Context: an optimization exercise on an open-source flow, tuned for small area, a short achievable clock period and few clock cycles. The choices shown serve that exercise and are no tape-out recipe. In this exercise RTL edits were held to simulation tests only and were not proved equivalent to the original. Power and IR drop assume default switching activity.

==> inputs of run a <==
Design alu_apb_top, start of the top module:
module alu_apb_top #(
	parameter int data_width = alu_pkg::data_width,
	parameter int mem_depth  = bus_map_pkg::mem_depth
) (
	input  logic                   clk,
	input  logic                   rst_n,
	input  logic                   psel,
	input  logic                   penable,
	input  logic                   pwrite,
	input  bus_map_pkg::apb_addr_t paddr,
	input  alu_pkg::alu_word_t     pwdata,
	output alu_pkg::alu_word_t     prdata,
	output logic                   pready,
	output logic                   pslverr
);
==> module word_ram, before the edit <==
module word_ram #(
	parameter int mem_depth = bus_map_pkg::mem_depth
) (
	input  logic                   clk,
	input  logic [$clog2(mem_depth)-1:0] addr,
	input  logic                   wr_en,
	input  alu_pkg::alu_word_t     wdata,
	output alu_pkg::alu_word_t     rdata_lo,
	output alu_pkg::alu_word_t     rdata_hi
);
	localparam int half_depth = mem_depth / 2;
	localparam int half_width = $clog2(half_depth);
	alu_pkg::alu_word_t mem_lo [half_depth];
	alu_pkg::alu_word_t mem_hi [half_depth];
	logic [half_width-1:0] idx;
	assign idx = addr[half_width-1:0];
	always_ff @(posedge clk) begin
		if (wr_en && !addr[half_width]) begin
			mem_lo[idx] <= wdata;
		end
	end
	always_ff @(posedge clk) begin
		if (wr_en && addr[half_width]) begin
			mem_hi[idx] <= wdata;
		end
	end
	assign rdata_lo = mem_lo[idx];
	assign rdata_hi = mem_hi[idx];
endmodule
==> module apb_regs, before the edit <==
module apb_regs (
	input  logic                   clk,
	input  logic                   rst_n,
	input  logic                   psel,
	input  logic                   penable,
	input  logic                   pwrite,
	input  bus_map_pkg::apb_addr_t paddr,
	input  alu_pkg::alu_word_t     pwdata,
	output alu_pkg::alu_word_t     prdata,
	output logic                   pready,
	output logic                   pslverr,
	output alu_pkg::alu_word_t     op_a,
	output alu_pkg::alu_word_t     op_b,
	output alu_pkg::alu_op_t       op_code,
	input  alu_pkg::alu_word_t     alu_product,
	input  alu_pkg::alu_word_t     alu_other,
	input  logic                   alu_is_mul,
	output logic                   mem_wr,
	input  alu_pkg::alu_word_t     mem_rdata_lo,
	input  alu_pkg::alu_word_t     mem_rdata_hi
);
	logic      hit_mem;
	logic      hit_reg;
	logic      addr_err;
	alu_pkg::alu_word_t reg_rdata;
	alu_pkg::alu_word_t product_q;
	alu_pkg::alu_word_t other_q;
	logic      is_mul_q;
	alu_pkg::alu_word_t result;
	alu_pkg::alu_word_t rd_lo_q;
	alu_pkg::alu_word_t rd_hi_q;
	alu_pkg::alu_word_t rd_reg_q;
	assign hit_mem  = !paddr[9];
	assign hit_reg  = paddr[9] && (paddr[8:2] == '0);
	assign addr_err = paddr[9] && (!hit_reg || (pwrite && paddr[1:0] == 2'd3));
	assign mem_wr = psel && pwrite && hit_mem;
	assign result = is_mul_q ? product_q : other_q;
	always_comb begin
		case (paddr[1:0])
			2'd0: reg_rdata = op_a;
			2'd1: reg_rdata = op_b;
			2'd2: reg_rdata = {4'b0, op_code};
			default: reg_rdata = result;
		endcase
		if (!hit_reg) reg_rdata = '0;
	end
	assign pready = 1'b1;
	always_ff @(posedge clk) begin
		rd_lo_q    <= (hit_mem && !paddr[8]) ? mem_rdata_lo : '0;
		rd_hi_q    <= (hit_mem && paddr[8]) ? mem_rdata_hi : '0;
		rd_reg_q   <= hit_mem ? '0 : reg_rdata;
		pslverr    <= addr_err;
	end
	assign prdata = rd_lo_q | rd_hi_q | rd_reg_q;
	always_ff @(posedge clk) begin
		if (!rst_n) begin
			op_a <= '0;
			op_b <= '0;
			op_code <= alu_pkg::op_nop0;
			product_q <= '0;
			other_q <= '0;
			is_mul_q <= 1'b0;
		end else begin
			if (psel && pwrite && hit_reg && paddr[1:0] == 2'd0) begin
				op_a <= pwdata;
			end
			if (psel && pwrite && hit_reg && paddr[1:0] == 2'd1) begin
				op_b <= pwdata;
			end
			if (psel && pwrite && hit_reg && paddr[1:0] == 2'd2) begin
				op_code <= alu_pkg::alu_op_t'(pwdata[3:0]);
			end
			product_q <= alu_product;
			other_q <= alu_other;
			is_mul_q <= alu_is_mul;
		end
	end
endmodule
==> module alu_apb_top, before the edit <==
module alu_apb_top #(
	parameter int data_width = alu_pkg::data_width,
	parameter int mem_depth  = bus_map_pkg::mem_depth
) (
	input  logic                   clk,
	input  logic                   rst_n,
	input  logic                   psel,
	input  logic                   penable,
	input  logic                   pwrite,
	input  bus_map_pkg::apb_addr_t paddr,
	input  alu_pkg::alu_word_t     pwdata,
	output alu_pkg::alu_word_t     prdata,
	output logic                   pready,
	output logic                   pslverr
);
	alu_pkg::alu_word_t op_a;
	alu_pkg::alu_word_t op_b;
	alu_pkg::alu_op_t   op_code;
	alu_pkg::alu_word_t alu_product;
	alu_pkg::alu_word_t alu_other;
	logic               alu_is_mul;
	logic                 mem_wr;
	alu_pkg::alu_word_t   mem_rdata_lo;
	alu_pkg::alu_word_t   mem_rdata_hi;
	apb_regs i_regs (
		.clk       (clk),
		.rst_n     (rst_n),
		.psel      (psel),
		.penable   (penable),
		.pwrite    (pwrite),
		.paddr     (paddr),
		.pwdata    (pwdata),
		.prdata    (prdata),
		.pready    (pready),
		.pslverr   (pslverr),
		.op_a      (op_a),
		.op_b      (op_b),
		.op_code   (op_code),
		.alu_product(alu_product),
		.alu_other (alu_other),
		.alu_is_mul(alu_is_mul),
		.mem_wr    (mem_wr),
		.mem_rdata_lo(mem_rdata_lo),
		.mem_rdata_hi(mem_rdata_hi)
	);
	word_ram #(
		.mem_depth(mem_depth)
	) i_ram (
		.clk     (clk),
		.addr    (paddr[8:0]),
		.wr_en   (mem_wr),
		.wdata   (pwdata),
		.rdata_lo(mem_rdata_lo),
		.rdata_hi(mem_rdata_hi)
	);
	alu_core #(
		.data_width(data_width)
	) i_alu (
		.op_a   (op_a),
		.op_b   (op_b),
		.op_code(op_code),
		.product(alu_product),
		.other  (alu_other),
		.is_mul (alu_is_mul)
	);
endmodule
make LEC_CHECK=0 CAP_MARGIN=20 CORE_MARGIN=2 CORE_UTILIZATION=55 SETUP_SLACK_MARGIN=4.6 SLEW_MARGIN=20 finish   # period 8.0 ns
run.sh (not shown) runs the stock make flow with config.mk's settings and CLKGATE_MAP_FILE= SYNTH_SCRIPT=/design/flow/synth_recipe.tcl, a recipe that flattens the netlist after the stock synthesis.
==> inputs of run b, as changes to run a <==
--- a/flow/design.v
+++ b/flow/design.v
@@ -42,29 +42,26 @@
 ) (
 	input  logic                   clk,
 	input  logic [$clog2(mem_depth)-1:0] addr,
+	input  logic [$clog2(mem_depth)-1:0] wr_addr,
 	input  logic                   wr_en,
 	input  alu_pkg::alu_word_t     wdata,
-	output alu_pkg::alu_word_t     rdata_lo,
-	output alu_pkg::alu_word_t     rdata_hi
+	output logic [3:0][7:0]       rdata
 );
-	localparam int half_depth = mem_depth / 2;
-	localparam int half_width = $clog2(half_depth);
-	alu_pkg::alu_word_t mem_lo [half_depth];
-	alu_pkg::alu_word_t mem_hi [half_depth];
-	logic [half_width-1:0] idx;
-	assign idx = addr[half_width-1:0];
-	always_ff @(posedge clk) begin
-		if (wr_en && !addr[half_width]) begin
-			mem_lo[idx] <= wdata;
-		end
-	end
-	always_ff @(posedge clk) begin
-		if (wr_en && addr[half_width]) begin
-			mem_hi[idx] <= wdata;
+	localparam int part_depth = mem_depth / 4;
+	localparam int part_width = $clog2(part_depth);
+	logic [part_width-1:0] idx;
+	logic [part_width-1:0] wr_idx;
+	assign idx = addr[part_width-1:0];
+	assign wr_idx = wr_addr[part_width-1:0];
+	for (genvar p = 0; p < 4; p++) begin : g_part
+		alu_pkg::alu_word_t mem [part_depth];
+		always_ff @(posedge clk) begin
+			if (wr_en && wr_addr[part_width +: 2] == p) begin
+				mem[wr_idx] <= wdata;
+			end
 		end
+		assign rdata[p] = mem[idx];
 	end
-	assign rdata_lo = mem_lo[idx];
-	assign rdata_hi = mem_hi[idx];
 endmodule
 `timescale 1ns/100ps
 module array_multiplier #(
@@ -169,8 +166,9 @@
 	input  alu_pkg::alu_word_t     alu_other,
 	input  logic                   alu_is_mul,
 	output logic                   mem_wr,
-	input  alu_pkg::alu_word_t     mem_rdata_lo,
-	input  alu_pkg::alu_word_t     mem_rdata_hi
+	output logic [8:0]             mem_waddr,
+	output alu_pkg::alu_word_t     mem_wdata,
+	input  logic [3:0][7:0]       mem_rdata
 );
 	logic      hit_mem;
 	logic      hit_reg;
@@ -180,13 +178,16 @@
 	alu_pkg::alu_word_t other_q;
 	logic      is_mul_q;
 	alu_pkg::alu_word_t result;
-	alu_pkg::alu_word_t rd_lo_q;
-	alu_pkg::alu_word_t rd_hi_q;
+	logic [3:0][7:0] rd_mem_q;
 	alu_pkg::alu_word_t rd_reg_q;
 	assign hit_mem  = !paddr[9];
 	assign hit_reg  = paddr[9] && (paddr[8:2] == '0);
 	assign addr_err = paddr[9] && (!hit_reg || (pwrite && paddr[1:0] == 2'd3));
-	assign mem_wr = psel && pwrite && hit_mem;
+	always_ff @(posedge clk) begin
+		mem_wr    <= psel && pwrite && hit_mem;
+		mem_waddr <= paddr[8:0];
+		mem_wdata <= pwdata;
+	end
 	assign result = is_mul_q ? product_q : other_q;
 	always_comb begin
 		case (paddr[1:0])
@@ -199,12 +200,18 @@
 	end
 	assign pready = 1'b1;
 	always_ff @(posedge clk) begin
-		rd_lo_q    <= (hit_mem && !paddr[8]) ? mem_rdata_lo : '0;
-		rd_hi_q    <= (hit_mem && paddr[8]) ? mem_rdata_hi : '0;
+		for (int p = 0; p < 4; p++) begin
+			rd_mem_q[p] <= (hit_mem && paddr[8:7] == p) ? mem_rdata[p] : '0;
+		end
 		rd_reg_q   <= hit_mem ? '0 : reg_rdata;
 		pslverr    <= addr_err;
 	end
-	assign prdata = rd_lo_q | rd_hi_q | rd_reg_q;
+	always_comb begin
+		prdata = rd_reg_q;
+		for (int p = 0; p < 4; p++) begin
+			prdata = prdata | rd_mem_q[p];
+		end
+	end
 	always_ff @(posedge clk) begin
 		if (!rst_n) begin
 			op_a <= '0;
@@ -252,8 +259,9 @@
 	alu_pkg::alu_word_t alu_other;
 	logic               alu_is_mul;
 	logic                 mem_wr;
-	alu_pkg::alu_word_t   mem_rdata_lo;
-	alu_pkg::alu_word_t   mem_rdata_hi;
+	logic [8:0]           mem_waddr;
+	alu_pkg::alu_word_t   mem_wdata;
+	logic [3:0][7:0]      mem_rdata;
 	apb_regs i_regs (
 		.clk       (clk),
 		.rst_n     (rst_n),
@@ -272,18 +280,19 @@
 		.alu_other (alu_other),
 		.alu_is_mul(alu_is_mul),
 		.mem_wr    (mem_wr),
-		.mem_rdata_lo(mem_rdata_lo),
-		.mem_rdata_hi(mem_rdata_hi)
+		.mem_waddr (mem_waddr),
+		.mem_wdata (mem_wdata),
+		.mem_rdata (mem_rdata)
 	);
 	word_ram #(
 		.mem_depth(mem_depth)
 	) i_ram (
 		.clk     (clk),
 		.addr    (paddr[8:0]),
+		.wr_addr (mem_waddr),
 		.wr_en   (mem_wr),
-		.wdata   (pwdata),
-		.rdata_lo(mem_rdata_lo),
-		.rdata_hi(mem_rdata_hi)
+		.wdata   (mem_wdata),
+		.rdata   (mem_rdata)
 	);
 	alu_core #(
 		.data_width(data_width)
==> inputs of run c, as changes to run a <==
--- a/flow/design.v
+++ b/flow/design.v
@@ -42,29 +42,26 @@
 ) (
 	input  logic                   clk,
 	input  logic [$clog2(mem_depth)-1:0] addr,
+	input  logic [$clog2(mem_depth)-1:0] wr_addr,
 	input  logic                   wr_en,
 	input  alu_pkg::alu_word_t     wdata,
-	output alu_pkg::alu_word_t     rdata_lo,
-	output alu_pkg::alu_word_t     rdata_hi
+	output logic [3:0][7:0]       rdata
 );
-	localparam int half_depth = mem_depth / 2;
-	localparam int half_width = $clog2(half_depth);
-	alu_pkg::alu_word_t mem_lo [half_depth];
-	alu_pkg::alu_word_t mem_hi [half_depth];
-	logic [half_width-1:0] idx;
-	assign idx = addr[half_width-1:0];
-	always_ff @(posedge clk) begin
-		if (wr_en && !addr[half_width]) begin
-			mem_lo[idx] <= wdata;
-		end
-	end
-	always_ff @(posedge clk) begin
-		if (wr_en && addr[half_width]) begin
-			mem_hi[idx] <= wdata;
+	localparam int part_depth = mem_depth / 4;
+	localparam int part_width = $clog2(part_depth);
+	logic [part_width-1:0] idx;
+	logic [part_width-1:0] wr_idx;
+	assign idx = addr[part_width-1:0];
+	assign wr_idx = wr_addr[part_width-1:0];
+	for (genvar p = 0; p < 4; p++) begin : g_part
+		alu_pkg::alu_word_t mem [part_depth];
+		always_ff @(posedge clk) begin
+			if (wr_en && wr_addr[part_width +: 2] == p) begin
+				mem[wr_idx] <= wdata;
+			end
 		end
+		assign rdata[p] = mem[idx];
 	end
-	assign rdata_lo = mem_lo[idx];
-	assign rdata_hi = mem_hi[idx];
 endmodule
 `timescale 1ns/100ps
 module array_multiplier #(
@@ -169,8 +166,9 @@
 	input  alu_pkg::alu_word_t     alu_other,
 	input  logic                   alu_is_mul,
 	output logic                   mem_wr,
-	input  alu_pkg::alu_word_t     mem_rdata_lo,
-	input  alu_pkg::alu_word_t     mem_rdata_hi
+	output logic [8:0]             mem_waddr,
+	output alu_pkg::alu_word_t     mem_wdata,
+	input  logic [3:0][7:0]       mem_rdata
 );
 	logic      hit_mem;
 	logic      hit_reg;
@@ -180,13 +178,16 @@
 	alu_pkg::alu_word_t other_q;
 	logic      is_mul_q;
 	alu_pkg::alu_word_t result;
-	alu_pkg::alu_word_t rd_lo_q;
-	alu_pkg::alu_word_t rd_hi_q;
+	logic [3:0][7:0] rd_mem_q;
 	alu_pkg::alu_word_t rd_reg_q;
 	assign hit_mem  = !paddr[9];
 	assign hit_reg  = paddr[9] && (paddr[8:2] == '0);
 	assign addr_err = paddr[9] && (!hit_reg || (pwrite && paddr[1:0] == 2'd3));
-	assign mem_wr = psel && pwrite && hit_mem;
+	always_ff @(posedge clk) begin
+		mem_wr    <= psel && pwrite && hit_mem;
+		mem_waddr <= paddr[8:0];
+		mem_wdata <= pwdata;
+	end
 	assign result = is_mul_q ? product_q : other_q;
 	always_comb begin
 		case (paddr[1:0])
@@ -199,12 +200,18 @@
 	end
 	assign pready = 1'b1;
 	always_ff @(posedge clk) begin
-		rd_lo_q    <= (hit_mem && !paddr[8]) ? mem_rdata_lo : '0;
-		rd_hi_q    <= (hit_mem && paddr[8]) ? mem_rdata_hi : '0;
+		for (int p = 0; p < 4; p++) begin
+			rd_mem_q[p] <= (hit_mem && paddr[8:7] == p) ? mem_rdata[p] : '0;
+		end
 		rd_reg_q   <= hit_mem ? '0 : reg_rdata;
 		pslverr    <= addr_err;
 	end
-	assign prdata = rd_lo_q | rd_hi_q | rd_reg_q;
+	always_comb begin
+		prdata = rd_reg_q;
+		for (int p = 0; p < 4; p++) begin
+			prdata = prdata | rd_mem_q[p];
+		end
+	end
 	always_ff @(posedge clk) begin
 		if (!rst_n) begin
 			op_a <= '0;
@@ -252,8 +259,9 @@
 	alu_pkg::alu_word_t alu_other;
 	logic               alu_is_mul;
 	logic                 mem_wr;
-	alu_pkg::alu_word_t   mem_rdata_lo;
-	alu_pkg::alu_word_t   mem_rdata_hi;
+	logic [8:0]           mem_waddr;
+	alu_pkg::alu_word_t   mem_wdata;
+	logic [3:0][7:0]      mem_rdata;
 	apb_regs i_regs (
 		.clk       (clk),
 		.rst_n     (rst_n),
@@ -272,18 +280,19 @@
 		.alu_other (alu_other),
 		.alu_is_mul(alu_is_mul),
 		.mem_wr    (mem_wr),
-		.mem_rdata_lo(mem_rdata_lo),
-		.mem_rdata_hi(mem_rdata_hi)
+		.mem_waddr (mem_waddr),
+		.mem_wdata (mem_wdata),
+		.mem_rdata (mem_rdata)
 	);
 	word_ram #(
 		.mem_depth(mem_depth)
 	) i_ram (
 		.clk     (clk),
 		.addr    (paddr[8:0]),
+		.wr_addr (mem_waddr),
 		.wr_en   (mem_wr),
-		.wdata   (pwdata),
-		.rdata_lo(mem_rdata_lo),
-		.rdata_hi(mem_rdata_hi)
+		.wdata   (mem_wdata),
+		.rdata   (mem_rdata)
 	);
 	alu_core #(
 		.data_width(data_width)
CTS_CLUSTER_DIAMETER = 80   (was not set)
CTS_CLUSTER_SIZE = 22   (was not set)
==> inputs of run d, as changes to run a <==
--- a/flow/design.v
+++ b/flow/design.v
@@ -42,29 +42,26 @@
 ) (
 	input  logic                   clk,
 	input  logic [$clog2(mem_depth)-1:0] addr,
+	input  logic [$clog2(mem_depth)-1:0] wr_addr,
 	input  logic                   wr_en,
 	input  alu_pkg::alu_word_t     wdata,
-	output alu_pkg::alu_word_t     rdata_lo,
-	output alu_pkg::alu_word_t     rdata_hi
+	output logic [3:0][7:0]       rdata
 );
-	localparam int half_depth = mem_depth / 2;
-	localparam int half_width = $clog2(half_depth);
-	alu_pkg::alu_word_t mem_lo [half_depth];
-	alu_pkg::alu_word_t mem_hi [half_depth];
-	logic [half_width-1:0] idx;
-	assign idx = addr[half_width-1:0];
-	always_ff @(posedge clk) begin
-		if (wr_en && !addr[half_width]) begin
-			mem_lo[idx] <= wdata;
-		end
-	end
-	always_ff @(posedge clk) begin
-		if (wr_en && addr[half_width]) begin
-			mem_hi[idx] <= wdata;
+	localparam int part_depth = mem_depth / 4;
+	localparam int part_width = $clog2(part_depth);
+	logic [part_width-1:0] idx;
+	logic [part_width-1:0] wr_idx;
+	assign idx = addr[part_width-1:0];
+	assign wr_idx = wr_addr[part_width-1:0];
+	for (genvar p = 0; p < 4; p++) begin : g_part
+		alu_pkg::alu_word_t mem [part_depth];
+		always_ff @(posedge clk) begin
+			if (wr_en && wr_addr[part_width +: 2] == p) begin
+				mem[wr_idx] <= wdata;
+			end
 		end
+		assign rdata[p] = mem[idx];
 	end
-	assign rdata_lo = mem_lo[idx];
-	assign rdata_hi = mem_hi[idx];
 endmodule
 `timescale 1ns/100ps
 module array_multiplier #(
@@ -169,8 +166,9 @@
 	input  alu_pkg::alu_word_t     alu_other,
 	input  logic                   alu_is_mul,
 	output logic                   mem_wr,
-	input  alu_pkg::alu_word_t     mem_rdata_lo,
-	input  alu_pkg::alu_word_t     mem_rdata_hi
+	output logic [8:0]             mem_waddr,
+	output alu_pkg::alu_word_t     mem_wdata,
+	input  logic [3:0][7:0]       mem_rdata
 );
 	logic      hit_mem;
 	logic      hit_reg;
@@ -180,13 +178,16 @@
 	alu_pkg::alu_word_t other_q;
 	logic      is_mul_q;
 	alu_pkg::alu_word_t result;
-	alu_pkg::alu_word_t rd_lo_q;
-	alu_pkg::alu_word_t rd_hi_q;
+	logic [3:0][7:0] rd_mem_q;
 	alu_pkg::alu_word_t rd_reg_q;
 	assign hit_mem  = !paddr[9];
 	assign hit_reg  = paddr[9] && (paddr[8:2] == '0);
 	assign addr_err = paddr[9] && (!hit_reg || (pwrite && paddr[1:0] == 2'd3));
-	assign mem_wr = psel && pwrite && hit_mem;
+	always_ff @(posedge clk) begin
+		mem_wr    <= psel && pwrite && hit_mem;
+		mem_waddr <= paddr[8:0];
+		mem_wdata <= pwdata;
+	end
 	assign result = is_mul_q ? product_q : other_q;
 	always_comb begin
 		case (paddr[1:0])
@@ -199,12 +200,18 @@
 	end
 	assign pready = 1'b1;
 	always_ff @(posedge clk) begin
-		rd_lo_q    <= (hit_mem && !paddr[8]) ? mem_rdata_lo : '0;
-		rd_hi_q    <= (hit_mem && paddr[8]) ? mem_rdata_hi : '0;
+		for (int p = 0; p < 4; p++) begin
+			rd_mem_q[p] <= (hit_mem && paddr[8:7] == p) ? mem_rdata[p] : '0;
+		end
 		rd_reg_q   <= hit_mem ? '0 : reg_rdata;
 		pslverr    <= addr_err;
 	end
-	assign prdata = rd_lo_q | rd_hi_q | rd_reg_q;
+	always_comb begin
+		prdata = rd_reg_q;
+		for (int p = 0; p < 4; p++) begin
+			prdata = prdata | rd_mem_q[p];
+		end
+	end
 	always_ff @(posedge clk) begin
 		if (!rst_n) begin
 			op_a <= '0;
@@ -252,8 +259,9 @@
 	alu_pkg::alu_word_t alu_other;
 	logic               alu_is_mul;
 	logic                 mem_wr;
-	alu_pkg::alu_word_t   mem_rdata_lo;
-	alu_pkg::alu_word_t   mem_rdata_hi;
+	logic [8:0]           mem_waddr;
+	alu_pkg::alu_word_t   mem_wdata;
+	logic [3:0][7:0]      mem_rdata;
 	apb_regs i_regs (
 		.clk       (clk),
 		.rst_n     (rst_n),
@@ -272,18 +280,19 @@
 		.alu_other (alu_other),
 		.alu_is_mul(alu_is_mul),
 		.mem_wr    (mem_wr),
-		.mem_rdata_lo(mem_rdata_lo),
-		.mem_rdata_hi(mem_rdata_hi)
+		.mem_waddr (mem_waddr),
+		.mem_wdata (mem_wdata),
+		.mem_rdata (mem_rdata)
 	);
 	word_ram #(
 		.mem_depth(mem_depth)
 	) i_ram (
 		.clk     (clk),
 		.addr    (paddr[8:0]),
+		.wr_addr (mem_waddr),
 		.wr_en   (mem_wr),
-		.wdata   (pwdata),
-		.rdata_lo(mem_rdata_lo),
-		.rdata_hi(mem_rdata_hi)
+		.wdata   (mem_wdata),
+		.rdata   (mem_rdata)
 	);
 	alu_core #(
 		.data_width(data_width)
CTS_CLUSTER_DIAMETER = 90   (was not set)
CTS_CLUSTER_SIZE = 26   (was not set)
==> comparison table <==
quantity	run a	run d	run b	run c
Result of the run	finished clean	finished clean	finished clean	finished clean
Routed Wire Length	511000 um	480000 um	487000 um	482000 um
Static Leak	58.6 nW	54.6 nW	58.7 nW	55.3 nW
Number of buffers outside the clock class in the layout	445	309	299	329
Clock buffers created by TritonCTS	419	187	426	218
Relative contribution of the clock network to total power	42.1%	29.4%	42.3%	31.0%
Multi-input combinational area share	21.8%	21.6%	20.6%	21.4%
Detailed-route vias per instance	6.93	6.81	6.68	6.81
Longest individual stage delay on the worst path	0.52 ns	0.56 ns	0.69 ns	0.87 ns
Met2 routed wirelength	228000 um	223000 um	225000 um	224000 um
Area share of buffers outside the clock network	3.42%	2.30%	2.16%	2.52%
Headroom to the max-slew limit	12.5%	17.4%	11.8%	17.3%
Overall die height	548 um	552 um	552 um	552 um
Most congested layer reported by global routing	met1	met2	met2	met2
Pint	0.0361 W	0.0294 W	0.0361 W	0.0301 W
Total half-perimeter wirelength after legalization and detailed placement	296000 um	297000 um	297000 um	297000 um
Post-CTS repair timing setup buffer count	121	16	26	27
Vias in the first global route	81900	80500	83100	81000
Min-Delay Startpoint	i_regs.op_a[0]	i_regs.mem_wdata[3]	i_regs.mem_wdata[3]	i_regs.mem_wdata[3]
Final GP Congestion	0.936	0.922	0.922	0.922
GR met1 Demand/Resource	51.0%	44.2%	44.6%	44.7%
Total number of nets in the final design	8072	8298	8526	8348
Data required time of the critical path	8.79 ns	8.78 ns	8.80 ns	8.57 ns
Total power	0.0461 W	0.0378 W	0.0463 W	0.0387 W
Power density relative to cell area	241 nW/um^2	213 nW/um^2	249 nW/um^2	216 nW/um^2
Worst Path Arrival	4.43 ns	4.46 ns	4.46 ns	4.12 ns
Register share of the cell area	65.1%	70.3%	67.2%	69.8%
Testbench counts of run a, summed over its fixed seeds: cycles 48,000.
Testbench counts of run b, summed over its fixed seeds: cycles 48,000.
Testbench counts of run c, summed over its fixed seeds: cycles 48,000.
Testbench counts of run d, summed over its fixed seeds: cycles 48,000.

## port drivers added, routing unchanged
Ports are ideal in the flow. The routed layouts listed here were re-timed in OpenROAD.
Step 1 sets driving cells, clkbuf_16 on the clock port and buf_2 on the other inputs (assumed; they add their load-dependent delay and slew).
Step 2 also shifts input and output timing later by t, the mid clock arrival at the registers, as if the neighbouring blocks saw the same clock.
Slacks: ideal ports / drivers / drivers and shift; pairs: ideal ports / drivers.
run | shift t [ns] | slack for setup (ns) | worst data-port slew with drivers (ns) | cell pins on the clock port's net
run a | 1.054 | 4.358 / 3.833 / 2.779 | 0.86 | 1
run b | 1.060 | 4.334 / 4.114 / 3.054 | 0.49 | 1
run c | 1.034 | 4.452 / 4.231 / 3.196 | 0.50 | 1
run d | 1.012 | 4.320 / 4.155 / 3.143 | 0.47 | 1
After both steps every run listed still meets setup and hold. The setup slack of run a, which loses most, moves by -0.525 ns with the drivers and by -1.579 ns with both steps.
